This design comes from an exercise in tuning for small area and a short achievable clock period on the open sky130 flow, not from production work. At most, simulation tests tie the RTL to the original design; equivalence was not proved. Function not checked in runs 1 and 6: the RTL went through the layout flow alone. No activity file was given, so power comes from the tool's default toggle rates.

**flow/run.sh**
```bash
#!/bin/bash
bash standard.sh \
  BUFFER_PORTS_ARGS="-buffer_cell sky130_fd_sc_hd__buf_2" \
  CTS_ARGS="-sink_clustering_enable -repair_clock_nets -dont_use_dummy_load -sink_clustering_size 24 -sink_clustering_max_diameter 120" \
  finish > make.log 2>&1
```
**standard.sh**
```bash
#!/bin/bash
# synth_recipe.tcl (not shown) runs the flow's synth.tcl, then flattens the netlist and writes it again
# the make line also repeats each setting of config.mk as NAME=value (left out here)
make -C /OpenROAD-flow-scripts/flow DESIGN_CONFIG=/design/flow/config.mk WORK_HOME=/design/flow/orfs CLKGATE_MAP_FILE= SYNTH_SCRIPT=/design/flow/synth_recipe.tcl "${@:-finish}"
```
**config.mk**
```make
export PLATFORM = sky130hd
export DESIGN_NAME = peripheral_packet_slave
export DESIGN_NICKNAME = peripheral_packet_slave
export VERILOG_FILES = /design/flow/design.v
export SDC_FILE = /design/flow/constraint.sdc
export NUM_CORES = 4
export LEC_CHECK = 0
export CAP_MARGIN = 20
export CORE_MARGIN = 2
export CORE_UTILIZATION = 40
export SETUP_SLACK_MARGIN = 2.2
export SLEW_MARGIN = 20
export SYNTH_HIERARCHICAL = 1
```
**constraint.sdc**
```tcl
create_clock -name core_clock -period 4.5 [get_ports {clk}]
set_input_delay 0.9000 -clock core_clock [delete_from_list [all_inputs] [get_ports {clk}]]
set_output_delay 0.9000 -clock core_clock [all_outputs]
set_load 0.01 [all_outputs]
```
**design.v**
```verilog
module peripheral_packet_slave #(
  parameter int DEPTH        = 32,
  parameter int READ_LATENCY = 2
) (
  input  logic        clk,
  input  logic        reset,
  input  logic [3:0]  av_nativeaddress,
  input  logic [3:0]  av_byteenable,
  input  logic        av_read,
  input  logic        av_write,
  input  logic [31:0] av_writedata,
  output logic        av_waitrequest,
  output logic [31:0] av_readdata,
  output logic        av_readdatavalid,
  output logic        av_endofpacket,
  input  logic [31:0] st_data,
  input  logic        st_valid,
  input  logic        st_endofpacket,
  output logic        st_ready
);
  logic [32:0]   mem [32];
  logic [4:0]    wr_ptr, rd_ptr;
  logic [5:0]    pkt_cnt;
  logic          empty, full;
  logic          head_eop;   
  logic [31:0]   scratch [3:15];
  logic          flush, push, pop, rd_acc, clr, inc, dec;
  logic [4:0]    rd_inc;
  logic [5:0]    level, pkt_inc, pkt_dec;
  logic [31:0]   wd_r;
  logic          s0_vld, s0_eop;
  logic [7:0]    s0_mhi;     
  logic [3:0]    s0_mlo;     
  logic [3:0]    s0_ahi;     
  logic [3:0]    s0_alo;     
  logic [11:0]   s0_stat;    
  logic          s1_vld, s1_eop;
  logic [31:0]   s1_dat;
  pkt_slave_waitreq u_waitreq (
    .rd(av_read), .empty(empty), .addr(av_nativeaddress), .y(av_waitrequest)
  );
  pkt_slave_stready u_stready (
    .full(full), .reset(reset), .wr(av_write), .be0(av_byteenable[0]),
    .wd0(av_writedata[0]), .addr(av_nativeaddress), .y(st_ready)
  );
  assign flush    = av_write & (av_nativeaddress == 4'd2) & av_byteenable[0] & av_writedata[0];
  assign push     = st_valid & ~full & ~reset & ~flush;
  assign rd_acc   = av_read & ~av_write & ~(av_nativeaddress == 4'd0 & empty);
  assign pop      = av_read & ~av_write & (av_nativeaddress == 4'd0) & ~empty;
  assign clr      = reset | flush;
  assign level    = {full, wr_ptr - rd_ptr};
  assign rd_inc   = rd_ptr + 5'd1;
  assign inc      = push & st_endofpacket;
  assign dec      = pop & head_eop;
  pkt_slave_incdec u_pkt_incdec (.x(pkt_cnt), .inc(pkt_inc), .dec(pkt_dec));
  logic [7:0] whi;
  logic [3:0] wlo;
  always_ff @(posedge clk) begin
    if (clr) begin
      whi <= 8'd1;
      wlo <= 4'd1;
    end else if (push) begin
      wlo <= {wlo[2:0], wlo[3]};
      if (wlo[3]) whi <= {whi[6:0], whi[7]};
    end
  end
  always_ff @(posedge clk) begin
    for (int i = 0; i < 32; i++)
      if (~full & whi[i / 4] & wlo[i % 4]) mem[i] <= {st_endofpacket, st_data};
  end
  always_ff @(posedge clk) begin
    if (clr) begin
      wr_ptr  <= '0;
      rd_ptr  <= '0;
      pkt_cnt <= '0;
      empty   <= 1'b1;
      full    <= 1'b0;
    end else begin
      if (push) wr_ptr <= wr_ptr + 5'd1;
      if (pop)  rd_ptr <= rd_inc;
      if (inc & ~dec)      pkt_cnt <= pkt_inc;
      else if (dec & ~inc) pkt_cnt <= pkt_dec;
      empty   <= (empty & ~push) | (level == 6'd1 & pop & ~push);
      full    <= (full & ~pop) | (level == 6'd31 & push & ~pop);
    end
  end
  always_ff @(posedge clk) begin
    if (pop)        head_eop <= (rd_inc == wr_ptr) ? st_endofpacket : mem[rd_inc][32];
    else if (empty) head_eop <= st_endofpacket;
  end
  assign wd_r = av_writedata & {32{~reset}};
  always_ff @(posedge clk) begin
    for (int a = 3; a < 16; a++)
      for (int b = 0; b < 4; b++)
        if (reset | (av_write & (av_nativeaddress == 4'(a)) & av_byteenable[b]))
          scratch[a][8*b +: 8] <= wd_r[8*b +: 8];
  end
  always_ff @(posedge clk) begin
    s0_vld  <= ~reset & rd_acc;
    s0_eop  <= head_eop & (av_nativeaddress == 4'd0);
    for (int i = 0; i < 8; i++) s0_mhi[i] <= (av_nativeaddress == 4'd0) & (rd_ptr[4:2] == 3'(i));
    for (int i = 0; i < 4; i++) s0_mlo[i] <= (rd_ptr[1:0] == 2'(i));
    for (int i = 0; i < 4; i++) s0_ahi[i] <= (av_nativeaddress[3:2] == 2'(i));
    for (int i = 0; i < 4; i++) s0_alo[i] <= (av_nativeaddress[1:0] == 2'(i));
    s0_stat <= (av_nativeaddress == 4'd1) ? {pkt_cnt, level} : 12'd0;
  end
  logic [31:0] src [45];
  logic [44:0] sel;
  logic [14:0] grp [32];
  logic [31:0] rsp_dat;
  always_comb begin
    for (int i = 0; i < 32; i++) begin
      src[i] = mem[i][31:0];
      sel[i] = s0_mhi[i / 4] & s0_mlo[i % 4];
    end
    for (int k = 3; k < 16; k++) begin
      src[32 + k - 3] = scratch[k];
      sel[32 + k - 3] = s0_ahi[k / 4] & s0_alo[k % 4];
    end
  end
  for (genvar b = 0; b < 32; b++) begin : g_bit
    for (genvar g = 0; g < 15; g++) begin : g_grp
      pkt_slave_aoi222 u_aoi (
        .a0(src[3*g][b]),   .s0(sel[3*g]),
        .a1(src[3*g+1][b]), .s1(sel[3*g+1]),
        .a2(src[3*g+2][b]), .s2(sel[3*g+2]),
        .y (grp[b][g])
      );
    end
  end
  logic [31:0] stat_n;
  assign stat_n = ~{10'h000, s0_stat[11:6], 10'h000, s0_stat[5:0]};
  for (genvar b = 0; b < 32; b++) begin : g_or
    logic n0, n1, n2, n3, m0, m1;
    pkt_slave_nand4 u_n0 (.a(grp[b][0]),  .b(grp[b][1]),  .c(grp[b][2]),  .d(grp[b][3]),  .y(n0));
    pkt_slave_nand4 u_n1 (.a(grp[b][4]),  .b(grp[b][5]),  .c(grp[b][6]),  .d(grp[b][7]),  .y(n1));
    pkt_slave_nand4 u_n2 (.a(grp[b][8]),  .b(grp[b][9]),  .c(grp[b][10]), .d(grp[b][11]), .y(n2));
    if ((b < 6) || (b >= 16 && b < 22)) begin : g_st
      pkt_slave_nand4 u_n3 (.a(grp[b][12]), .b(grp[b][13]), .c(grp[b][14]), .d(stat_n[b]), .y(n3));
    end else begin : g_nost
      pkt_slave_nand3 u_n3 (.a(grp[b][12]), .b(grp[b][13]), .c(grp[b][14]), .y(n3));
    end
    pkt_slave_nor2  u_m0 (.a(n0), .b(n1), .y(m0));
    pkt_slave_nor2  u_m1 (.a(n2), .b(n3), .y(m1));
    pkt_slave_nand2 u_y  (.a(m0), .b(m1), .y(rsp_dat[b]));
  end
  always_ff @(posedge clk) begin
    s1_vld <= ~reset & s0_vld;
    s1_eop <= ~reset & s0_vld & s0_eop;
    s1_dat <= rsp_dat;
  end
  assign av_readdatavalid = s1_vld;
  assign av_readdata      = s1_dat;
  assign av_endofpacket   = s1_eop;
endmodule
module pkt_slave_aoi222 (
  input  logic a0, s0, a1, s1, a2, s2,
  output logic y
);
  assign y = ~((a0 & s0) | (a1 & s1) | (a2 & s2));
endmodule
module pkt_slave_waitreq (
  input  logic       rd, empty,
  input  logic [3:0] addr,
  output logic       y
);
  assign y = rd & (addr == 4'd0) & empty;
endmodule
module pkt_slave_stready (
  input  logic       full, reset, wr, be0, wd0,
  input  logic [3:0] addr,
  output logic       y
);
  assign y = ~full & ~reset & ~(wr & (addr == 4'd2) & be0 & wd0);
endmodule
module pkt_slave_incdec (
  input  logic [5:0] x,
  output logic [5:0] inc, dec
);
  assign inc = x + 6'd1;
  assign dec = x - 6'd1;
endmodule
module pkt_slave_nand4 (input logic a, b, c, d, output logic y);
  assign y = ~(a & b & c & d);
endmodule
module pkt_slave_nand3 (input logic a, b, c, output logic y);
  assign y = ~(a & b & c);
endmodule
module pkt_slave_nor2 (input logic a, b, output logic y);
  assign y = ~(a | b);
endmodule
module pkt_slave_nand2 (input logic a, b, output logic y);
  assign y = ~(a & b);
endmodule
```
==> results.sh, run 1 <==
export IMPL_place_inst=4821
export IMPL_ys_flop_type="edfxtp_1"
export IMPL_synth_distinct_cells=64
export IMPL_skew_ps=52.52
export IMPL_routabilityCongestion=0.8572
export IMPL_synth_async_sr_flop_share_pct=0
export IMPL_critical_path_arrival_ps=3030
export IMPL_htreeDepth=3
export IMPL_max_stage_delay_ps=540
export IMPL_worstHoldPathCells=1
export IMPL_insertion_delay_ps=680
export IMPL_fin_setup_tns_ps=0
export IMPL_critPathMaxFanout=20
export IMPL_p_leak_uw=0.01943
export IMPL_path_common_cell="a22o_1"
export IMPL_firstDrtPassIters=13
export IMPL_fin_ws_ps=1885
export IMPL_dp_slack_ps=1305
export IMPL_p_per_area_nw_per_um2=403.6
export IMPL_seq_area_frac_synth_pct=83.19
export IMPL_drt_initial_drc_count=5322
export IMPL_syn2layout_area_growth_pct=10.28
export IMPL_internal_power_uw=19670
export IMPL_cp_depth=7
export IMPL_gr_usage_all_layers_pct=19.90
export IMPL_clock_power_share_pct=29.3
export IMPL_yosysWarnings=14
export IMPL_grt_max_degree=53
export IMPL_final_util_pct=44.48
export IMPL_grt_pass1_vias=29570
export IMPL_synth_seq_cells=1571
export IMPL_outcome="finished clean"
export IMPL_endpoint_kind="flip-flop"
export IMPL_root_buffer="clkbuf_16"
export IMPL_cp_slowest_cell="or4_1"
export IMPL_worstRegToRegCells=7
export IMPL_wire_per_inst_um=29.30
export IMPL_drive_gt1_share_pct=12.23
export IMPL_synth_cells=2879
export IMPL_worst_slew_pin_slew_ps=1043
export IMPL_synth_fp_nets=2974
export IMPL_rsz0062_at_grt="true"
export IMPL_die_x_um=376.6
export IMPL_hold_path_class="reg -> reg"
export IMPL_place_area_um2=58880
export IMPL_synthesis_area_um2=55530
export IMPL_start_util_pct=40.34
export IMPL_synth_edf_count=1473
export IMPL_io_buffers=113
export IMPL_finalNonFillerCells=4919
export IMPL_cp_top_family="compound AO/OA/AOI/OAI gates"
export IMPL_cp_cell_sequence="a21boi_2 -> nor2_2 -> a22o_1 -> a221o_1 -> a32o_1 -> or4_1 -> a22o_1"
export IMPL_grt_first_pass_wirelength_mm=207.1
export IMPL_finalHoldViolations=0
export IMPL_p_sw_uw=5049
export IMPL_clock_path_buffers=3
export IMPL_cp_required_ps=4920
export IMPL_ant_nets=0
export IMPL_cts_buffers=76
export IMPL_clock_sinks=1571
export IMPL_detail_route_wirelength_mm=144.1
export IMPL_avgSynthCellArea_um2=19.29
export IMPL_swShare_pct=20.43
export IMPL_startpoint_type="flip-flop"
export IMPL_vias=30370
export IMPL_hpwl_mm=89.01
export IMPL_cts_tree="built"
export IMPL_stdcell_area_um2=61240
export IMPL_antenna_found_initial=7
export IMPL_slew_violations=0
export IMPL_dieHeight_um=376.6
export IMPL_finalSetupViolations=0
export IMPL_final_nets=3221
export IMPL_relSlewSlack_pct=30.48
export IMPL_gr_total_overflow=0
export IMPL_clk_pin_slew_ps=100
export IMPL_rows=136
export IMPL_maxClockFrequency_mhz=382.4
export IMPL_comb_power_share_pct=3.7
export IMPL_dieArea_um2=141800
export IMPL_worstPathBufferInverterCount=0
export IMPL_period_share_pct=58.12
export IMPL_min_period_ps=2615
export IMPL_critPathKind="reg -> reg"
export IMPL_drc=0
export IMPL_max_cap_viol_count=0
export IMPL_vias_per_cell=6.175
export IMPL_core_um2=137700
export IMPL_power_frac_seq_pct=67.0
export IMPL_pin_count=114
export IMPL_ir_worst_vdd_uv=278.3
==> routing by layer <==
metal	wire [um]	up-vias	track usage, %	share of wire, %
met5	35	-	0	0.024
met4	3697	6	5.555	2.6
met3	12610	190	2.612	8.8
met2	69660	1438	32.44	48
met1	58120	15750	28.16	40
li1	-	12990	-	-
==> final timing paths <==
| path | from | to | slack [ps] |
|---|---|---|---|
| min | s0_eop$_DFF_P_ | s1_eop$_DFF_P_ | 440 |
| max | rd_ptr[3]$_SDFFE_PP0P_ | head_eop$_DFFE_PP_ | 1880 |
| min reg2reg | s0_eop$_DFF_P_ | s1_eop$_DFF_P_ | 440 |
| max reg2reg | rd_ptr[3]$_SDFFE_PP0P_ | head_eop$_DFFE_PP_ | 1880 |
==> cell usage after synthesis (all sizes together), types with 19 or more instances <==
master | number | area, um2
and3 | 19 | 120.1
nor2b | 41 | 256.5
nand3 | 31 | 160.1
nor2 | 124 | 470.5
edfxtp | 1473 | 44230
clkbuf | 22 | 82.58
a222oi | 482 | 4825
a21oi | 29 | 145.1
nand4 | 112 | 700.7
inv | 29 | 108.9
nand2 | 187 | 701.9
and2 | 82 | 513.0
dfxtp | 98 | 1962
==> what timing repair did <==
action | CTS | global route
setup buffers | 16 | 5
endpoints found under the setup margin | 711 | 279
pin swaps | 17 | 10
resized for setup | 84 | 18
hold buffers | 0 | 0
==> final cells by class <==
type	instances	area (um2)
clock buffers	76	1902
diodes	1	2.502
multi-input cells	1243	9389
flip-flops and latches	1571	46220
fillers	11760	76430
well taps	1794	2245
inverters	30	115.1
repair buffers	204	1366
==> through the flow <==
stage / hold slack, ps / power, uW
6_report: 435.5 / 24720
2_1_floorplan: 405.7 / 17220
4_1_cts: 425.5 / 24860
3_3_place_gp: 432.9 / 17770
5_1_grt: 453.4 / 25400
3_5_place_dp: 425.9 / 17800
==> flip-flops by register name, indices dropped and copies added (netlist names), 5 cells and up <==
name / count
whi: 8
wr_ptr: 5
s1_dat: 32
s0_stat: 12
mem: 1056
rd_ptr: 5
s0_mhi: 8
scratch: 416
pkt_cnt: 6
==> power groups by stage <==
stage	registers, uW	clock network (uW)	logic [uW]
2_1_floorplan	16900	0	340
3_3_place_gp	16900	0	876
3_5_place_dp	16900	0	896
4_1_cts	16600	7380	912
5_1_grt	16600	7810	978
6_report	16600	7240	906
==> cells by family after synthesis <==
family                   synth area share, %
XOR/XNOR                              0.4371
buffers and inverters                 0.4844
flip-flops                             83.19
AND/OR/NAND/NOR                        5.608
AO/OA/AOI/OAI                          9.642
adder cells (fa/ha/maj)               0.3966
multiplexers                          0.2411
==> cells in the final DEF (no fill, tap or decap), types with 5 or more instances in the layout <==
master and count:
a21oi_1 28, a222oi_1 482, nor2_2 7, nand2_2 5
dfxtp_4 5, and3_1 17, nand3_1 30, and2_4 36
and2_1 38, nand4_1 112, nand2_1 182, xnor2_1 11
edfxtp_1 1473, nor2b_2 6, inv_1 27, xor2_1 11
mux2i_1 10, buf_4 87, nor3_1 7, dfxtp_1 90
ha_1 10, and2_2 8, buf_2 106, o21ai_0 10
nor2b_1 35, nand2b_1 6, clkbuf_16 76, nor2_1 115
==> modules after synthesis (local to each module, per instance) <==
module                   copies in the design  area, um2  cells inside
peripheral_packet_slave                     1      49370          2147
pkt_slave_incdec                            1      168.9            23
pkt_slave_stready                           1      28.78             3
pkt_slave_waitreq                           1      21.27             2
pkt_slave_aoi222                          480      10.01             1
pkt_slave_nand4                           108      6.256             1
pkt_slave_nand3                            20      5.005             1
pkt_slave_nand2                            32      3.754             1
pkt_slave_nor2                             64      3.754             1
==> run 2, diff against run 1 <==
--- a/design.v
+++ b/design.v
@@ -54,18 +54,6 @@
   assign dec      = pop & head_eop;
   pkt_slave_incdec u_pkt_incdec (.x(pkt_cnt), .inc(pkt_inc), .dec(pkt_dec));
-  logic [7:0] whi;
-  logic [3:0] wlo;
-  always_ff @(posedge clk) begin
-    if (clr) begin
-      whi <= 8'd1;
-      wlo <= 4'd1;
-    end else if (push) begin
-      wlo <= {wlo[2:0], wlo[3]};
-      if (wlo[3]) whi <= {whi[6:0], whi[7]};
-    end
-  end
-  always_ff @(posedge clk) begin
-    for (int i = 0; i < 32; i++)
-      if (~full & whi[i / 4] & wlo[i % 4]) mem[i] <= {st_endofpacket, st_data};
+  always_ff @(posedge clk) begin
+    if (~full) mem[wr_ptr] <= {st_endofpacket, st_data};
   end
   always_ff @(posedge clk) begin
@@ -85,6 +73,34 @@
     end
   end
-  always_ff @(posedge clk) begin
-    if (pop)        head_eop <= (rd_inc == wr_ptr) ? st_endofpacket : mem[rd_inc][32];
+  logic [31:0] rd_oh;
+  logic [10:0] eop_grp;
+  logic [32:0] eop_nxt_src;
+  logic [32:0] eop_nxt_sel;
+  logic        next_eop, one_left;
+  pkt_slave_dec32 u_rd_dec (.p(rd_ptr), .y(rd_oh));
+  always_comb begin
+    for (int i = 0; i < 32; i++) begin
+      eop_nxt_src[i] = mem[(i + 1) % 32][32];
+      eop_nxt_sel[i] = rd_oh[i];
+    end
+    eop_nxt_src[32] = 1'b0;
+    eop_nxt_sel[32] = 1'b0;
+  end
+  for (genvar g = 0; g < 11; g++) begin : g_eop
+    if (g < 10) begin : g_full
+      pkt_slave_aoi222 u_aoi (
+        .a0(eop_nxt_src[3*g]),   .s0(eop_nxt_sel[3*g]),
+        .a1(eop_nxt_src[3*g+1]), .s1(eop_nxt_sel[3*g+1]),
+        .a2(eop_nxt_src[3*g+2]), .s2(eop_nxt_sel[3*g+2]),
+        .y (eop_grp[g])
+      );
+    end else begin : g_last
+      assign eop_grp[g] = ~((eop_nxt_src[30] & eop_nxt_sel[30]) | (eop_nxt_src[31] & eop_nxt_sel[31]));
+    end
+  end
+  assign next_eop = ~&eop_grp;
+  assign one_left = (wr_ptr - rd_ptr == 5'd1) & ~full;
+  always_ff @(posedge clk) begin
+    if (pop)        head_eop <= one_left ? st_endofpacket : next_eop;
     else if (empty) head_eop <= st_endofpacket;
   end
@@ -193,2 +209,9 @@
   assign y = ~(a & b);
 endmodule
+module pkt_slave_dec32 (
+  input  logic [4:0]  p,
+  output logic [31:0] y
+);
+  always_comb
+    for (int i = 0; i < 32; i++) y[i] = (p == 5'(i));
+endmodule
==> run 2 against run 1 <==
  * Clock power barely moved
  * Worst setup slack gained 140 ps
  * First-iteration DRC count shrank 0.75%
  * Utilization rose by 0.65 points
  * Largest cell class unchanged
  * Largest power group unchanged
==> results.sh, run 2 <==
export IMPL_synth_async_sr_flop_share_pct=0
export IMPL_cts_tree="built"
export IMPL_finalHoldViolations=0
export IMPL_synth_common_cells="edfxtp_1, a222oi_1, nor2_1"
export IMPL_outcome="finished clean"
export IMPL_ant_nets=0
export IMPL_yosys_area_top_type="edfxtp_1"
export IMPL_avgSynthCellArea_um2=20.05
export IMPL_cp_required_ps=3600
export IMPL_max_cap_viol_count=0
export IMPL_clk_pin_slew_ps=70
export IMPL_endpoint_kind="output port"
export IMPL_hpwl_mm=85.61
export IMPL_cp_slowest_cell="a311oi_2"
export IMPL_synth_distinct_cells=48
export IMPL_die_x_um=373.8
export IMPL_final_common_cell="edfxtp_1"
export IMPL_ir_worst_vdd_uv=261.4
export IMPL_core_um2=135600
export IMPL_dieArea_um2=139700
export IMPL_routabilityCongestion=0.8322
export IMPL_clock_power_share_pct=29.2
export IMPL_relSlewSlack_pct=30.75
export IMPL_io_buffers=113
export IMPL_synth_fa_ha_area_share_pct=0.3796
export IMPL_multi_input_area_um2=9026
export IMPL_synth_seq_cells=1559
export IMPL_yosysWarnings=13
export IMPL_clock_path_buffers=3
export IMPL_pin_count=114
export IMPL_stdcell_area_um2=61210
export IMPL_detail_route_wirelength_mm=140.5
export IMPL_cp_cell_sequence="buf_8 -> and4b_1 -> a311oi_2 -> buf_2"
export IMPL_synth_edf_count=1473
export IMPL_grt_first_pass_wirelength_mm=199.3
export IMPL_synth_top_family_by_area="compound AO/OA/AOI/OAI gates"
export IMPL_root_buffer="clkbuf_16"
export IMPL_power_frac_seq_pct=66.7
export IMPL_insertion_delay_ps=690
export IMPL_comb_power_share_pct=4.1
export IMPL_vias_per_cell=6.156
export IMPL_regToRegSetupSlack_ps=2170
export IMPL_antenna_found_initial=6
export IMPL_start_util_pct=40.34
export IMPL_firstDrtPassIters=13
export IMPL_dieHeight_um=373.8
export IMPL_rsz0062_at_grt="true"
export IMPL_gr_total_overflow=0
export IMPL_gr_usage_all_layers_pct=19.26
export IMPL_finalSetupViolations=0
export IMPL_final_nets=3130
export IMPL_p_per_area_nw_per_um2=404.5
export IMPL_drc=0
export IMPL_critPathMaxFanout=2
export IMPL_vias=29660
export IMPL_internal_power_uw=19640
export IMPL_synth_cells=2728
export IMPL_syn2layout_area_growth_pct=11.88
export IMPL_startpoint_type="input pin"
export IMPL_place_area_um2=58240
export IMPL_timing_hold_ws_ps=454.7
export IMPL_top_regs="mem: 1056 flops, scratch: 416 flops, s1_dat: 32 flops"
export IMPL_synthMostInstantiatedCell="edfxtp_1"
export IMPL_htreeDepth=3
export IMPL_yosys_top_cells_area="edfxtp_1, a222oi_1, dfxtp_1, nand4_1, nor2_1"
export IMPL_drt_initial_drc_count=5282
export IMPL_cts_buffers=76
export IMPL_seq_area_frac_synth_pct=84.00
export IMPL_fin_setup_tns_ps=0
export IMPL_n_fill_cell=11450
export IMPL_grt_max_degree=89
export IMPL_synthesis_area_um2=54710
export IMPL_p_total_uw=24760
export IMPL_clock_sinks=1559
export IMPL_critPathKind="in -> out"
export IMPL_worstPathBufferInverterCount=2
export IMPL_maxClockFrequency_mhz=404.6
export IMPL_worst_slew_pin_slew_ps=1037
export IMPL_synth_xor_area_share_pct=0.3522
export IMPL_ys_flop_type="edfxtp_1"
export IMPL_synthSimpleGateAreaFrac_pct=4.828
export IMPL_cts_hold_buf=0
export IMPL_hold_path_class="in -> reg"
export IMPL_max_stage_delay_ps=220
export IMPL_swShare_pct=20.69
export IMPL_regArea_um2=45990
export IMPL_critical_path_arrival_ps=1570
export IMPL_synth_top_area_share_pct=80.85
export IMPL_synth_fp_nets=2822
export IMPL_min_period_ps=2472
export IMPL_synth_compound_area_share_pct=9.887
export IMPL_p_leak_uw=0.01951
export IMPL_synth_mux_area_share_pct=0.1487
export IMPL_p_sw_uw=5124
export IMPL_rows=135
export IMPL_skew_ps=67.40
export IMPL_grt_pass1_vias=28630
export IMPL_largest_register_ffs=1056
export IMPL_largest_register="mem"
export IMPL_final_util_pct=45.13
export IMPL_cp_top_family="buffers and inverters"
export IMPL_period_share_pct=54.92
export IMPL_slew_violations=0
export IMPL_final_cell_mix="edfxtp_1, a222oi_1, nor2_1"
export IMPL_wire_per_inst_um=29.17
export IMPL_drive_gt1_share_pct=14.40
## run 2: cell types whose count changed after synthesis, moves of 8 or more
cell,before,now
a21o_1,4,52
and3_1,18,8
nor2_1,122,183
nand2_1,187,50
and2_1,82,48
dfxtp_1,98,86
o21ai_0,13,0
a21oi_1,29,10
a222oi_1,482,490
## run 2: worst paths after layout
path | start | to | cells after the start
min | st_valid | empty$_SDFF_PP1_ | 2
max | av_writedata[0] | st_ready | 4
min reg2reg | s0_eop$_DFF_P_ | s1_eop$_DFF_P_ | 1
max reg2reg | wr_ptr[3]$_SDFFE_PP0N_ | mem[10][2]$_DFFE_PP_ | 2
## run 2: metal layers
metal	share of wire, %	routed length (um)	global-route usage (%)	up-vias
met5	0.020	28	0	-
met4	2.6	3706	5.637	6
met3	8.6	12130	2.505	184
met2	49	68600	32.10	1468
met1	40	56090	26.53	15350
li1	-	-	-	12650
## run 2: what timing repair did
| item | in CTS | in global routing |
|---|---|---|
| gates resized for setup | 58 | 44 |
| cloned | 4 | 5 |
| pin swaps | 44 | 33 |
| setup endpoints to repair | 725 | 533 |
| buffers inserted | 33 | 31 |
## run 2: power groups by stage
| stage | Combinational, uW | Sequential, uW | Clock [uW] |
|---|---|---|---|
| 6_report | 1020 | 16500 | 7230 |
| 4_1_cts | 992 | 16500 | 7370 |
| 3_5_place_dp | 957 | 16800 | 0 |
| 2_1_floorplan | 378 | 16800 | 0 |
| 3_3_place_gp | 946 | 16800 | 0 |
| 5_1_grt | 1090 | 16600 | 7820 |
## run 2: final cells by class
class / count / share of cell area, %
Antenna cell: 3 / 0.01226
Clock buffer: 76 / 3.107
Tap cell: 1781 / 3.640
Inverter: 25 / 0.1533
Sequential cell: 1559 / 75.13
Timing Repair Buffer: 252 / 3.213
Multi-Input combinational cell: 1122 / 14.75
## run 2: logic make-up after synthesis
logic type / count (synthesis)
mux: 8
xor+xnor: 22
fa+ha+maj: 16
buf+inv: 56
simple gates: 508
flops: 1559
compound gates: 559
## run 2: metrics by stage
| step | worst slack, ps | cells |
|---|---|---|
| after detailed placement | 1444 | 4664 |
| after global placement | 1459 | 4660 |
| after CTS | 1821 | 4777 |
| final | 2028 | 4818 |
| after global routing | 1978 | 4815 |
| after floorplan | 1698 | 2728 |
## run 2: Yosys stat by module, one instance, submodules excluded
module                   cells inside  area, um2
pkt_slave_aoi222                    1      10.01
pkt_slave_incdec                   23      178.9
pkt_slave_waitreq                   2      21.27
pkt_slave_nor2                      1      3.754
pkt_slave_stready                   3      28.78
pkt_slave_nand2                     1      3.754
peripheral_packet_slave          1939      48220
pkt_slave_nand4                     1      6.256
pkt_slave_dec32                    47      221.5
pkt_slave_nand3                     1      5.005
==> run 3, diff against run 2 <==
--- a/config.mk
+++ b/config.mk
@@ -9,5 +9,5 @@
 export CORE_MARGIN = 2
 export CORE_UTILIZATION = 40
-export SETUP_SLACK_MARGIN = 2.2
+export SETUP_SLACK_MARGIN = 2.3
 export SLEW_MARGIN = 20
 export SYNTH_HIERARCHICAL = 1
==> run 3 against run 2 <==
  * Power is 0.10% lower
  * Clock power decreased by 0.7%
  * Highest routed layer unchanged
  * Register-to-register slack gained 20 ps
  * Routed wire length grew 2.0%
==> results.sh, run 3 <==
export IMPL_grt_max_degree=58
export IMPL_avgSynthCellArea_um2=20.05
export IMPL_gr_total_overflow=0
export IMPL_vias_per_cell=6.182
export IMPL_hold_path_startpoint="av_nativeaddress[0]"
export IMPL_top_regs="mem: 1056 flops, scratch: 416 flops, s1_dat: 32 flops"
export IMPL_startpoint_type="input pin"
export IMPL_critPathMaxFanout=2
export IMPL_min_to="s0_alo[0]$_DFF_P_"
export IMPL_final_nets=3130
export IMPL_rsz0062_at_grt="true"
export IMPL_worstHoldPathCells=2
export IMPL_htreeDepth=3
export IMPL_vias=29790
export IMPL_p_leak_uw=0.01953
export IMPL_dieArea_um2=139700
export IMPL_ys_flop_type="edfxtp_1"
export IMPL_synthMostInstantiatedCell="edfxtp_1"
export IMPL_drt_initial_drc_count=5426
export IMPL_slew_violations=0
export IMPL_endpoint_kind="output port"
export IMPL_worst_slew_pin_slew_ps=1032
export IMPL_synth_async_sr_flop_share_pct=0
export IMPL_clock_path_buffers=3
export IMPL_ir_worst_vdd_uv=279.8
export IMPL_hpwl_mm=86.36
export IMPL_largest_register="mem"
export IMPL_seq_area_frac_synth_pct=84.00
export IMPL_outcome="finished clean"
export IMPL_min_period_ps=2439
export IMPL_cts_buffers=75
export IMPL_worst_r2r_endpoint="head_eop$_DFFE_PP_"
export IMPL_detail_route_wirelength_mm=143.3
export IMPL_timing_hold_ws_ps=423.3
export IMPL_pin_count=114
export IMPL_p_per_area_nw_per_um2=403.6
export IMPL_grt_first_pass_wirelength_mm=204.4
export IMPL_hold_path_class="in -> reg"
export IMPL_start_util_pct=40.34
export IMPL_finalHoldViolations=0
export IMPL_critical_path_arrival_ps=1540
export IMPL_syn2layout_area_growth_pct=12.03
export IMPL_die_x_um=373.8
export IMPL_synth_cells=2728
export IMPL_drive_gt1_share_pct=15.52
export IMPL_wire_per_inst_um=29.74
export IMPL_p_total_uw=24740
export IMPL_rows=135
export IMPL_synth_fp_nets=2822
export IMPL_cp_slowest_cell="and4b_1"
export IMPL_yosysWarnings=13
export IMPL_finalSetupViolations=0
export IMPL_max_cap_viol_count=0
export IMPL_cp_required_ps=3600
export IMPL_critPathLaunch="av_writedata[0]"
export IMPL_n_fill_cell=11370
export IMPL_cp_cell_sequence="buf_8 -> and4b_1 -> a311oi_2 -> buf_2"
export IMPL_antenna_found_initial=8
export IMPL_fin_setup_tns_ps=0
export IMPL_yosys_top_cells_area="edfxtp_1, a222oi_1, dfxtp_1, nand4_1, nor2_1"
export IMPL_regArea_um2=45990
export IMPL_synth_common_cells="edfxtp_1, a222oi_1, nor2_1"
export IMPL_dieHeight_um=373.8
export IMPL_insertion_delay_ps=700
export IMPL_io_buffers=113
export IMPL_core_um2=135600
export IMPL_skew_ps=50.40
export IMPL_period_share_pct=54.19
export IMPL_grt_pass1_vias=28450
export IMPL_synthesis_area_um2=54710
export IMPL_clock_sinks=1559
export IMPL_yosys_area_top_type="edfxtp_1"
export IMPL_clk_pin_slew_ps=80
export IMPL_drc=0
export IMPL_maxClockFrequency_mhz=410.1
export IMPL_gr_usage_all_layers_pct=19.90
export IMPL_cts_hold_buf=0
export IMPL_regToRegSetupSlack_ps=2190
export IMPL_max_stage_delay_ps=200
export IMPL_synth_seq_cells=1559
export IMPL_synth_edf_count=1473
export IMPL_r2r_start="rd_ptr[2]$_SDFFE_PP0N_"
export IMPL_cts_tree="built"
export IMPL_largest_register_ffs=1056
export IMPL_synth_top_area_share_pct=80.85
export IMPL_synth_distinct_cells=48
export IMPL_final_common_cell="edfxtp_1"
export IMPL_relSlewSlack_pct=31.08
export IMPL_firstDrtPassIters=13
export IMPL_root_buffer="clkbuf_16"
export IMPL_worstRegToRegCells=6
export IMPL_ant_nets=0
export IMPL_routabilityCongestion=0.8385
export IMPL_final_cell_mix="edfxtp_1, a222oi_1, nor2_1"
export IMPL_multi_input_area_um2=9106
export IMPL_critPathKind="in -> out"
-- run 3: changes by cell type in the layout (fill, tap and decap cells not counted), sizes merged --
cell	before	now
clkbuf	76	75
buf	252	256
diode	3	4
nor2	192	189
-- run 3: what timing repair did --
| action | in CTS | in global routing |
|---|---|---|
| gates cloned | 4 | 2 |
| resized for setup | 92 | 60 |
| pin swaps | 60 | 34 |
| setup endpoints to repair | 1133 | 427 |
| buffers inserted | 61 | 14 |
-- run 3: cell families after synthesis --
kind of cell,share of synthesized area (%)
DFF,84.00
xor gates and xnor gates,0.3522
and+or+nand+nor,4.828
adders and majority gates,0.3796
buffers and inverters,0.4094
muxes,0.1487
AOI/OAI and AO/OA,9.887
-- run 3: worst max-delay path, delay by kind of cell --
kind	cells	cell delay [ps]
buf+inv	2	250
simple gates	1	200
compound gates	1	180
-- run 3: metal layers --
metal	track usage (%)	up-vias	wire length, um
li1	-	12640	-
met1	27.72	15510	57290
met2	32.72	1484	69730
met3	3.301	152	13540
met4	4.637	6	2723
met5	0.7890	-	32
-- run 3: modules after synthesis (local to each module, per instance) --
module / times used / cells inside
pkt_slave_waitreq: 1 / 2
pkt_slave_nand3: 20 / 1
peripheral_packet_slave: 1 / 1939
pkt_slave_nand2: 32 / 1
pkt_slave_aoi222: 490 / 1
pkt_slave_nand4: 108 / 1
pkt_slave_dec32: 1 / 47
pkt_slave_stready: 1 / 3
pkt_slave_nor2: 64 / 1
pkt_slave_incdec: 1 / 23
-- run 3: final cells by class --
| cell class | instances | area share [%] |
|---|---|---|
| Multi-Input combinational cell | 1119 | 14.86 |
| Tap cell | 1781 | 3.636 |
| Clock buffer | 75 | 3.062 |
| Inverter | 25 | 0.1572 |
| Sequential cell | 1559 | 75.03 |
| Timing Repair Buffer | 256 | 3.240 |
| Antenna cell | 4 | 0.01633 |
-- run 3: report_power, final --
part           leakage, uW  switching [uW]  internal, uW  total, uW
Clock             0.000924            4190          2990       7180
Combinational      0.00432             787           257       1040
Sequential          0.0143             152         16400      16500
-- run 3: per-stage QoR --
| stage | utilization (%) | setup slack, ps | std cells | area (um2) |
|---|---|---|---|---|
| after global placement | 42.87 | 1489 | 4658 | 58150 |
| final | 45.19 | 2061 | 4819 | 61290 |
| after CTS | 44.93 | 1827 | 4799 | 60940 |
| after detailed placement | 42.90 | 1438 | 4659 | 58180 |
| after floorplan | - | 1767 | 2728 | 54810 |
| after global routing | 45.18 | 1993 | 4817 | 61290 |
-- run 3: worst max path at each step --
stage | endpoint | cells past startpoint
finish | st_ready | 4
CTS | mem[2][25]$_DFFE_PP_ | 4
global route | st_ready | 4
detailed placement | scratch[5][0]$_DFFE_PP_ | 5
floorplan | mem[0][0]$_DFFE_PP_ | 3
global placement | scratch[5][27]$_DFFE_PP_ | 5
==> run 4, diff against run 3 <==
--- a/config.mk
+++ b/config.mk
@@ -8,5 +8,5 @@
 export CAP_MARGIN = 20
 export CORE_MARGIN = 2
-export CORE_UTILIZATION = 40
+export CORE_UTILIZATION = 50
 export SETUP_SLACK_MARGIN = 2.3
 export SLEW_MARGIN = 20
==> run 4 against run 3 <==
  * Register-to-register slack worse by 40 ps
  * Power is 0.39% higher
  * Non-clock buffer count is 51 higher
  * Count of clock-buffer cells in the layout is 1 lower
  * Worst setup slack worse by 63 ps
  * Worst hold slack better by 19 ps
  * Combinational power is 9.6% higher
  * Via count is 3.3% higher
  * Flip-flop and latch count stayed put
  * Design area is 1.1% higher
  * Sequential power hardly changed
  * Critical path depth stayed put
  * Largest power group unchanged
==> results.sh, run 4 <==
export IMPL_period_share_pct=55.60
export IMPL_p_leak_uw=0.02002
export IMPL_grt_first_pass_wirelength_mm=214.9
export IMPL_detail_route_wirelength_mm=154.8
export IMPL_synth_cells=2728
export IMPL_regArea_um2=46050
export IMPL_wire_per_inst_um=34.39
export IMPL_critPathMaxFanout=7
export IMPL_yosysWarnings=13
export IMPL_cts_hold_buf=0
export IMPL_p_per_area_nw_per_um2=400.9
export IMPL_ir_worst_vdd_uv=342.3
export IMPL_outcome="finished clean"
export IMPL_dp_slack_ps=1300
export IMPL_largest_register_ffs=1056
export IMPL_final_nets=3183
export IMPL_antenna_found_initial=8
export IMPL_max_cap_viol_count=0
export IMPL_fin_setup_tns_ps=0
export IMPL_syn2layout_area_growth_pct=13.21
export IMPL_die_x_um=334.8
export IMPL_synth_async_sr_flop_share_pct=0
export IMPL_grt_pass1_vias=29470
export IMPL_htreeDepth=3
export IMPL_clock_power_share_pct=28.7
export IMPL_cts_tree="built"
export IMPL_routabilityCongestion=0.8612
export IMPL_vias=30780
export IMPL_multi_input_area_um2=9224
export IMPL_internal_power_uw=19610
export IMPL_comb_power_share_pct=4.6
export IMPL_hpwl_mm=92.40
export IMPL_clock_path_buffers=3
export IMPL_n_fill_cell=8082
export IMPL_critical_path_arrival_ps=1600
export IMPL_drive_gt1_share_pct=18.01
export IMPL_fin_ws_ps=1998
export IMPL_dieArea_um2=112100
export IMPL_worstHoldPathCells=1
export IMPL_power_frac_seq_pct=66.7
export IMPL_synth_common_cells="edfxtp_1, a222oi_1, nor2_1"
export IMPL_firstDrtPassIters=13
export IMPL_drt_initial_drc_count=5907
export IMPL_dieHeight_um=334.8
export IMPL_avgSynthCellArea_um2=20.05
export IMPL_clk_pin_slew_ps=80
export IMPL_gr_total_overflow=0
export IMPL_synth_distinct_cells=48
export IMPL_hold_path_class="reg -> reg"
export IMPL_finalSetupViolations=0
export IMPL_startpoint_type="input pin"
export IMPL_synth_edf_count=1473
export IMPL_rsz0062_at_grt="true"
export IMPL_finalHoldViolations=0
export IMPL_swShare_pct=21.03
export IMPL_skew_ps=44.01
export IMPL_root_buffer="clkbuf_16"
export IMPL_min_period_ps=2502
export IMPL_clock_sinks=1559
export IMPL_core_um2=108700
export IMPL_endpoint_kind="output port"
export IMPL_critPathKind="in -> out"
export IMPL_ys_flop_type="edfxtp_1"
export IMPL_relSlewSlack_pct=25.08
export IMPL_synthesis_area_um2=54710
export IMPL_cp_required_ps=3600
export IMPL_synth_fp_nets=2822
export IMPL_seq_area_frac_synth_pct=84.00
export IMPL_io_buffers=113
export IMPL_worstRegToRegCells=5
export IMPL_final_cell_mix="edfxtp_1, a222oi_1, nor2_1, nand4_1, buf_4"
export IMPL_synth_seq_cells=1559
export IMPL_pin_count=114
export IMPL_grt_max_degree=43
export IMPL_final_common_cell="edfxtp_1"
export IMPL_slew_violations=0
export IMPL_gr_usage_all_layers_pct=26.83
export IMPL_rows=121
export IMPL_drc=0
export IMPL_yosys_area_top_type="edfxtp_1"
export IMPL_yosys_top_cells_area="edfxtp_1, a222oi_1, dfxtp_1, nand4_1, nor2_1"
export IMPL_start_util_pct=50.33
export IMPL_top_regs="mem: 1056 flops, scratch: 416 flops, s1_dat: 32 flops"
export IMPL_worst_slew_pin_slew_ps=1121
export IMPL_insertion_delay_ps=690
export IMPL_maxClockFrequency_mhz=399.7
export IMPL_ant_nets=0
export IMPL_largest_register="mem"
export IMPL_synthMostInstantiatedCell="edfxtp_1"
export IMPL_cts_buffers=74
export IMPL_p_sw_uw=5221
export IMPL_vias_per_cell=6.837
export IMPL_synth_top_area_share_pct=80.85
==> run 4: kinds of logic after synthesis <==
family          after synthesis  share of synthesized area (%)
compound gates              559                          9.887
xor+xnor                     22                         0.3522
fa+ha+maj                    16                         0.3796
buf+inv                      56                         0.4094
flops                      1559                          84.00
mux                           8                         0.1487
simple gates                508                          4.828
==> run 4: repair_timing <==
| item | 4_1_cts | 5_1_grt |
|---|---|---|
| gates resized for setup | 191 | 67 |
| setup endpoints to repair | 1279 | 408 |
| pin swaps | 93 | 79 |
| hold endpoints to repair | 0 | 0 |
| gates cloned | 14 | 4 |
| setup buffers | 77 | 39 |
==> run 4: cell type report <==
type	count	share of cell area, %
Timing Repair Buffer	307	4.757
Multi-Input combinational cell	1122	14.89
Sequential cell	1559	74.34
Clock buffer	74	2.990
Inverter	25	0.1555
Tap cell	1414	2.856
Antenna cell	1	0.004040
==> run 4: power by group through the flow <==
stage / Sequential, uW / Combinational [uW] / Clock, uW
4_1_cts: 16600 / 1110 / 7240
2_1_floorplan: 16800 / 375 / 0
3_3_place_gp: 16900 / 965 / 0
5_1_grt: 16600 / 1190 / 7710
6_report: 16600 / 1140 / 7130
3_5_place_dp: 16900 / 997 / 0
==> run 4: through the flow <==
stage	hold WS (ps)	instances	total power, uW	area [um2]	utilization, %
after CTS	417.5	4458	24920	61260	56.35
after floorplan	405.7	2728	17190	54810	-
after global placement	419.6	4281	17850	57600	52.99
final	442.4	4502	24830	61940	56.98
after global routing	432.2	4501	25500	61940	56.98
after detailed placement	419.4	4293	17890	57850	53.22
==> run 4: path summary, 6_finish.rpt <==
path,from,end,slack [ps]
worst max-delay path,av_nativeaddress[1],st_ready,2000
worst min-delay path,s0_eop$_DFF_P_,s1_eop$_DFF_P_,440
worst max register to register,s0_alo[2]$_DFF_P_,s1_dat[2]$_DFF_P_,2150
worst min register to register,s0_eop$_DFF_P_,s1_eop$_DFF_P_,440
==> run 4: worst max-delay path, stage by stage <==
cell and delay, ps:
buf_2 150, and4b_1 190, a311oi_2 190, buf_2 170
==> run 4: layer usage <==
metal | up-vias | track usage (%) | share of wire, %
met3 | 184 | 4.713 | 11
met5 | - | 0 | 0.025
met2 | 1873 | 42.92 | 48
met1 | 15950 | 38.66 | 39
li1 | 12760 | - | -
met4 | 6 | 6.641 | 2.4
==> run 4: per-module statistics from Yosys, one instance, submodules excluded, a selection <==
| module | cell area (um2) | flops+latches | cells inside | copies in the design |
|---|---|---|---|---|
| pkt_slave_waitreq | 21.27 | 0 | 2 | 1 |
| pkt_slave_aoi222 | 10.01 | 0 | 1 | 490 |
| pkt_slave_stready | 28.78 | 0 | 3 | 1 |
| pkt_slave_dec32 | 221.5 | 0 | 47 | 1 |
| pkt_slave_nor2 | 3.754 | 0 | 1 | 64 |
| pkt_slave_nand4 | 6.256 | 0 | 1 | 108 |
| pkt_slave_nand2 | 3.754 | 0 | 1 | 32 |
==> run 5, diff against run 4 <==
==> flow/run.sh (replaced) <==
#!/bin/bash
bash standard.sh \
  BUFFER_PORTS_ARGS="-buffer_cell sky130_fd_sc_hd__buf_2" \
  CTS_ARGS="-sink_clustering_enable -repair_clock_nets -dont_use_dummy_load -sink_clustering_size 27 -sink_clustering_max_diameter 135" \
  finish > make.log 2>&1
--- a/config.mk
+++ b/config.mk
@@ -8,5 +8,5 @@
 export CAP_MARGIN = 20
 export CORE_MARGIN = 2
-export CORE_UTILIZATION = 50
+export CORE_UTILIZATION = 40
 export SETUP_SLACK_MARGIN = 2.3
 export SLEW_MARGIN = 20
==> run 5 against run 4 <==
  * Clock power shrank 3.5%
  * Final cell count up 6.9%
  * Non-clock buffer count decreased by 48
  * First-iteration DRC count down 9.2%
  * Highest routed layer unchanged
  * Largest power group unchanged
  * Flip-flop and latch count stayed put
==> results.sh, run 5 <==
export IMPL_clk_pin_slew_ps=70
export IMPL_grt_max_degree=58
export IMPL_insertion_delay_ps=690
export IMPL_critPathMaxFanout=2
export IMPL_vias_per_cell=6.167
export IMPL_synthesis_area_um2=54710
export IMPL_rsz0062_at_grt="true"
export IMPL_clock_sinks=1559
export IMPL_ir_worst_vdd_uv=218.3
export IMPL_drc=0
export IMPL_endpoint_kind="output port"
export IMPL_rows=135
export IMPL_worst_slew_pin_slew_ps=1083
export IMPL_io_buffers=113
export IMPL_ant_nets=0
export IMPL_cts_tree="built"
export IMPL_hpwl_mm=86.36
export IMPL_n_fill_cell=11400
export IMPL_synth_edf_count=1473
export IMPL_firstDrtPassIters=14
export IMPL_gr_usage_all_layers_pct=19.88
export IMPL_finalHoldViolations=0
export IMPL_synth_distinct_cells=48
export IMPL_critPathKind="in -> out"
export IMPL_timing_hold_ws_ps=439.0
export IMPL_synth_async_sr_flop_share_pct=0
export IMPL_gr_total_overflow=0
export IMPL_wire_per_inst_um=29.76
export IMPL_yosys_top_cells_area="edfxtp_1, a222oi_1, dfxtp_1, nand4_1, nor2_1"
export IMPL_cp_required_ps=3600
export IMPL_finalSetupViolations=0
export IMPL_relSlewSlack_pct=27.67
export IMPL_cp_cell_sequence="buf_8 -> and4b_1 -> a311oi_2 -> buf_2"
export IMPL_startpoint_type="input pin"
export IMPL_clock_path_buffers=3
export IMPL_cp_depth=4
export IMPL_max_cap_viol_count=0
export IMPL_final_cell_mix="edfxtp_1, a222oi_1, nor2_1"
export IMPL_p_leak_uw=0.01947
export IMPL_worstRegToRegCells=6
export IMPL_ys_flop_type="edfxtp_1"
export IMPL_largest_register="mem"
export IMPL_drt_initial_drc_count=5363
export IMPL_drive_gt1_share_pct=15.25
export IMPL_maxClockFrequency_mhz=410.1
export IMPL_grt_first_pass_wirelength_mm=204.3
export IMPL_worstPathBufferInverterCount=2
export IMPL_top_regs="mem: 1056 flops, scratch: 416 flops, s1_dat: 32 flops"
export IMPL_max_stage_delay_ps=200
export IMPL_start_util_pct=40.34
export IMPL_final_nets=3126
export IMPL_yosys_area_top_type="edfxtp_1"
export IMPL_pin_count=114
export IMPL_synth_seq_cells=1559
export IMPL_min_period_ps=2438
export IMPL_htreeDepth=3
export IMPL_finalNonFillerCells=4813
export IMPL_synth_cells=2728
export IMPL_stdcell_area_um2=61110
export IMPL_root_buffer="clkbuf_16"
export IMPL_detail_route_wirelength_mm=143.2
export IMPL_place_area_um2=58180
export IMPL_die_x_um=373.8
export IMPL_regToRegSetupSlack_ps=2190
export IMPL_syn2layout_area_growth_pct=11.70
export IMPL_antenna_found_initial=6
export IMPL_cp_slowest_cell="and4b_1"
export IMPL_synth_fp_nets=2822
export IMPL_critical_path_arrival_ps=1540
export IMPL_period_share_pct=54.18
export IMPL_avgSynthCellArea_um2=20.05
export IMPL_dieHeight_um=373.8
export IMPL_p_per_area_nw_per_um2=399.8
export IMPL_place_inst=4659
export IMPL_cp_top_family="buffers and inverters"
export IMPL_final_common_cell="edfxtp_1"
export IMPL_fin_setup_tns_ps=0
export IMPL_final_util_pct=45.05
export IMPL_outcome="finished clean"
export IMPL_skew_ps=53.98
export IMPL_synth_common_cells="edfxtp_1, a222oi_1, nor2_1"
export IMPL_cts_buffers=68
export IMPL_routabilityCongestion=0.8385
export IMPL_core_um2=135600
export IMPL_worstHoldPathCells=2
export IMPL_synth_top_area_share_pct=80.85
export IMPL_seq_area_frac_synth_pct=84.00
export IMPL_vias=29680
export IMPL_largest_register_ffs=1056
export IMPL_hold_path_class="in -> reg"
export IMPL_synthMostInstantiatedCell="edfxtp_1"
export IMPL_yosysWarnings=13
export IMPL_grt_pass1_vias=28440
export IMPL_dieArea_um2=139700
export IMPL_slew_violations=0
==> run 5: logic make-up (layout without fill, tap and decap cells) <==
group / count (synthesis) / after routing / synth area share (%)
fa+ha+maj: 16 / 16 / 0.3796
simple gates: 508 / 514 / 4.828
mux: 8 / 8 / 0.1487
other cells: 0 / 2 / 0
xor+xnor: 22 / 22 / 0.3522
buf+inv: 56 / 352 / 0.4094
flops: 1559 / 1559 / 84.00
compound gates: 559 / 559 / 9.887
==> run 5: path summary, 6_finish.rpt <==
| kind | start | endpoint |
|---|---|---|
| min | av_nativeaddress[0] | s0_alo[0]$_DFF_P_ |
| max reg2reg | rd_ptr[2]$_SDFFE_PP0N_ | head_eop$_DFFE_PP_ |
| max | av_writedata[0] | st_ready |
| min reg2reg | s0_eop$_DFF_P_ | s1_eop$_DFF_P_ |
==> run 5: timing repair <==
action,4_1_cts,5_1_grt
hold buffers,0,0
buffers inserted,66,12
resized for setup,90,50
setup endpoints to repair,1116,456
gates cloned,4,2
endpoints found under the hold margin,0,0
pin swaps,59,22
==> run 5: through the flow <==
step	power [uW]	setup WS [ps]
after floorplan	17190	1767
after global placement	17800	1489
after detailed placement	17820	1438
after CTS	24560	1849
after global routing	25140	1993
final	24430	2062
==> run 5: final cells by class <==
cell class | instances | area [um2] | share of cell area (%)
Antenna cell | 2 | 5.005 | 0.008190
Inverter | 25 | 96.34 | 0.1577
Timing Repair Buffer | 259 | 2011 | 3.290
Clock buffer | 68 | 1702 | 2.785
Multi-Input combinational cell | 1119 | 9077 | 14.85
Tap cell | 1781 | 2228 | 3.647
Sequential cell | 1559 | 45990 | 75.26
==> run 5: power by group <==
group	total (uW)	switching (uW)	internal, uW
Combinational	1040	781	257
Sequential	16500	153	16400
Clock	6880	4150	2730
==> run 5: per-layer routing <==
layer	wire length, um	GRT usage [%]
met5	32	0
met1	56790	27.57
met4	2713	4.599
met2	69810	32.76
met3	13900	3.498
==> run 5: per-module statistics from Yosys (local to each module, per instance), a selection <==
module	flops+latches	copies in the design	area, um2
pkt_slave_aoi222	0	490	10.01
peripheral_packet_slave	1559	1	48220
pkt_slave_nand2	0	32	3.754
pkt_slave_stready	0	1	28.78
pkt_slave_nand3	0	20	5.005
pkt_slave_dec32	0	1	221.5
pkt_slave_nor2	0	64	3.754
pkt_slave_waitreq	0	1	21.27
==> run 6, diff against run 5 <==
--- a/design.v
+++ b/design.v
@@ -188,5 +188,11 @@
   output logic       y
 );
-  assign y = ~full & ~reset & ~(wr & (addr == 4'd2) & be0 & wd0);
+  logic n, fr_n;
+  pkt_slave_nand4 u_n  (.a(wr), .b(be0), .c(wd0), .d(addr[1]), .y(n));
+  pkt_slave_nor2  u_fr (.a(full), .b(reset), .y(fr_n));
+  pkt_slave_o41a  u_y  (.a1(n), .a2(addr[0]), .a3(addr[2]), .a4(addr[3]), .b1(fr_n), .y(y));
+endmodule
+module pkt_slave_o41a (input logic a1, a2, a3, a4, b1, output logic y);
+  assign y = (a1 | a2 | a3 | a4) & b1;
 endmodule
 module pkt_slave_incdec (
==> flow/run.sh (replaced) <==
#!/bin/bash
bash standard.sh \
  BUFFER_PORTS_ARGS="-buffer_cell sky130_fd_sc_hd__buf_2" \
  CTS_ARGS="-sink_clustering_enable -repair_clock_nets -dont_use_dummy_load -sink_clustering_size 24 -sink_clustering_max_diameter 120" \
  finish > make.log 2>&1
==> run 6 against run 5 <==
  * Still clean
  * Flip-flop and latch count unchanged
  * Sequential power about the same
  * Synthesized cell count unchanged
  * Non-clock buffer count increased by 7
  * Design area increased by 0.69%
  * Count of clock-buffer cells in the layout increased by 8
  * Clock skew increased by 21 ps
  * Register-to-register slack improved by 20 ps
  * Highest routed layer unchanged
==> results.sh, run 6 <==
export IMPL_outcome="finished clean"
export IMPL_grt_pass1_vias=28890
export IMPL_yosys_top_cells_area="edfxtp_1, a222oi_1, dfxtp_1, nand4_1, nor2_1"
export IMPL_vias_per_cell=6.154
export IMPL_grt_max_degree=73
export IMPL_gr_total_overflow=0
export IMPL_largest_register="mem"
export IMPL_synth_common_cells="edfxtp_1, a222oi_1, nor2_1"
export IMPL_worstPathBufferInverterCount=2
export IMPL_core_um2=135600
export IMPL_p_leak_uw=0.01964
export IMPL_final_cell_mix="edfxtp_1, a222oi_1, nor2_1"
export IMPL_start_util_pct=40.33
export IMPL_p_total_uw=24750
export IMPL_synth_seq_cells=1559
export IMPL_drc=0
export IMPL_ir_worst_vdd_uv=255.4
export IMPL_antenna_found_initial=7
export IMPL_io_buffers=113
export IMPL_final_nets=3149
export IMPL_maxClockFrequency_mhz=410.1
export IMPL_cts_tree="built"
export IMPL_insertion_delay_ps=700
export IMPL_clock_sinks=1559
export IMPL_synth_top_area_share_pct=80.86
export IMPL_p_per_area_nw_per_um2=402.3
export IMPL_largest_register_ffs=1056
export IMPL_rsz0062_at_grt="true"
export IMPL_top_regs="mem: 1056 flops, scratch: 416 flops, s1_dat: 32 flops"
export IMPL_synth_fp_nets=2822
export IMPL_detail_route_wirelength_mm=141.0
export IMPL_synthesis_area_um2=54700
export IMPL_skew_ps=75.03
export IMPL_avgSynthCellArea_um2=20.05
export IMPL_synth_async_sr_flop_share_pct=0
export IMPL_seq_area_frac_synth_pct=84.01
export IMPL_fin_setup_tns_ps=0
export IMPL_cp_slowest_cell="o41a_1"
export IMPL_clock_path_buffers=3
export IMPL_vias=29760
export IMPL_dieArea_um2=139700
export IMPL_ys_flop_type="edfxtp_1"
export IMPL_final_common_cell="edfxtp_1"
export IMPL_hold_path_class="in -> reg"
export IMPL_ant_nets=0
export IMPL_drive_gt1_share_pct=15.53
export IMPL_cp_cell_sequence="buf_12 -> o41a_1 -> buf_2"
export IMPL_period_share_pct=54.19
export IMPL_yosys_area_top_type="edfxtp_1"
export IMPL_startpoint_type="input pin"
export IMPL_yosysWarnings=13
export IMPL_wire_per_inst_um=29.15
export IMPL_cp_required_ps=3600
export IMPL_worst_slew_pin_slew_ps=1084
export IMPL_clk_pin_slew_ps=90
export IMPL_min_period_ps=2439
export IMPL_n_fill_cell=11420
export IMPL_critPathMaxFanout=3
export IMPL_slew_violations=0
export IMPL_dieHeight_um=373.8
export IMPL_critPathKind="in -> out"
export IMPL_die_x_um=373.8
export IMPL_gr_usage_all_layers_pct=19.71
export IMPL_critical_path_arrival_ps=1540
export IMPL_syn2layout_area_growth_pct=12.49
export IMPL_synth_cells=2728
export IMPL_finalHoldViolations=0
export IMPL_endpoint_kind="output port"
export IMPL_routabilityCongestion=0.8654
export IMPL_root_buffer="clkbuf_16"
export IMPL_synthMostInstantiatedCell="edfxtp_1"
export IMPL_synth_distinct_cells=47
export IMPL_final_util_pct=45.37
export IMPL_max_stage_delay_ps=390
export IMPL_drt_initial_drc_count=5125
export IMPL_cts_buffers=76
export IMPL_pin_count=114
export IMPL_firstDrtPassIters=12
export IMPL_cp_top_family="compound AO/OA/AOI/OAI gates"
export IMPL_synth_edf_count=1473
export IMPL_htreeDepth=3
export IMPL_relSlewSlack_pct=27.56
export IMPL_finalSetupViolations=0
export IMPL_stdcell_area_um2=61530
export IMPL_max_cap_viol_count=0
export IMPL_hpwl_mm=85.61
export IMPL_place_area_um2=58170
export IMPL_grt_first_pass_wirelength_mm=202.8
export IMPL_rows=135
==> run 6: kinds of logic (layout without fill, tap and decap cells) <==
kind of cell | count (synthesis) | in the layout | synth area share (%)
multiplexers | 8 | 8 | 0.1487
AO/OA/AOI/OAI | 559 | 559 | 9.881
AND/OR/NAND/NOR | 508 | 522 | 4.822
other | 0 | 2 | 0
buffers and inverters | 56 | 367 | 0.4094
XOR/XNOR | 22 | 22 | 0.3522
adder cells (fa/ha/maj) | 16 | 16 | 0.3797
flip-flops | 1559 | 1559 | 84.01
==> run 6: where the power goes <==
part           internal, uW  switching [uW]
combinational           255             782
clock                  3030            4180
sequential            16400             153
==> run 6: timing repair <==
action | 4_1_cts | 5_1_grt
pin swaps | 70 | 30
hold buffers | 0 | 0
gates resized for setup | 101 | 47
endpoints found under the hold margin | 0 | 0
buffers inserted | 73 | 12
endpoints found under the setup margin | 1167 | 413
cloned | 14 | 2
==> run 6: area by class of cell <==
class                   count  area, um2  area share (%)
clock buffers              76       1902           3.091
flip-flops and latches   1559      46000           74.75
repair buffers            266       2183           3.548
inverters                  25      96.34          0.1566
diodes                      2      5.005        0.008133
multi-input cells        1127       9120           14.82
well taps                1781       2228           3.621
==> run 6: stage by stage <==
step / setup WS [ps] / instances / hold WS (ps)
5_1_grt: 2054 / 4834 / 405.2
4_1_cts: 1995 / 4820 / 399.6
6_report: 2061 / 4836 / 422.2
3_3_place_gp: 1490 / 4655 / 418.9
2_1_floorplan: 1767 / 2728 / 405.7
3_5_place_dp: 1419 / 4657 / 425.6
==> run 6: final timing paths <==
kind	slack, ps	endpoint	cells after the start	start
max	2060	st_ready	3	av_nativeaddress[3]
min	420	s0_alo[0]$_DFF_P_	2	av_nativeaddress[1]
max reg2reg	2210	head_eop$_DFFE_PP_	7	rd_ptr[0]$_SDFFE_PP0N_
min reg2reg	440	s1_eop$_DFF_P_	1	s0_eop$_DFF_P_
==> run 6: Yosys stat by module (local to each module, per instance), a selection <==
module,flops+latches,copies in the design,cells inside
pkt_slave_aoi222,0,490,1
pkt_slave_incdec,0,1,23
pkt_slave_nand4,0,109,1
pkt_slave_nor2,0,65,1
pkt_slave_o41a,0,1,1
pkt_slave_waitreq,0,1,2
==> run 6: metal layers <==
| layer | up-vias | global-route usage [%] | routed length (um) |
|---|---|---|---|
| met5 | - | 0 | 48 |
| met4 | 8 | 5.630 | 3412 |
| met3 | 156 | 2.679 | 11940 |
| met2 | 1490 | 32.17 | 68650 |
| met1 | 15400 | 27.73 | 56930 |
| li1 | 12700 | - | - |

==> port drivers added, routing unchanged <==
How much do the figures lean on ideal ports? The routed layouts below were timed once more, with nothing changed but the port constraints.
Step 1, drivers: a clkbuf_16 drives clk and a buf_2 each remaining input, both assumed.
Step 2 also shifts input and output timing later by t, the mid clock arrival at the registers, as if the neighbouring blocks saw the same clock.
Three values: no drivers, after step 1, after step 2; two values: the first two.
| run | t, ns | slack for setup (ns) | worst register clock-pin slew, ns |
|---|---|---|---|
| run 1 | 0.738 | 1.885 / 1.885 / 1.572 | 0.10 / 0.10 |
| run 2 | 0.740 | 2.028 / 1.989 / 1.566 | 0.10 / 0.10 |
| run 3 | 0.758 | 2.061 / 2.000 / 1.585 | 0.10 / 0.10 |
| run 4 | 0.738 | 1.998 / 1.977 / 1.538 | 0.10 / 0.10 |
| run 5 | 0.742 | 2.062 / 2.001 / 1.588 | 0.11 / 0.11 |
| run 6 | 0.738 | 2.061 / 2.013 / 1.651 | 0.10 / 0.10 |
After both steps setup and hold are still met in every run listed. For run 3, which loses most, drivers alone change the setup slack by -0.061 ns; drivers and shift together by -0.476 ns.
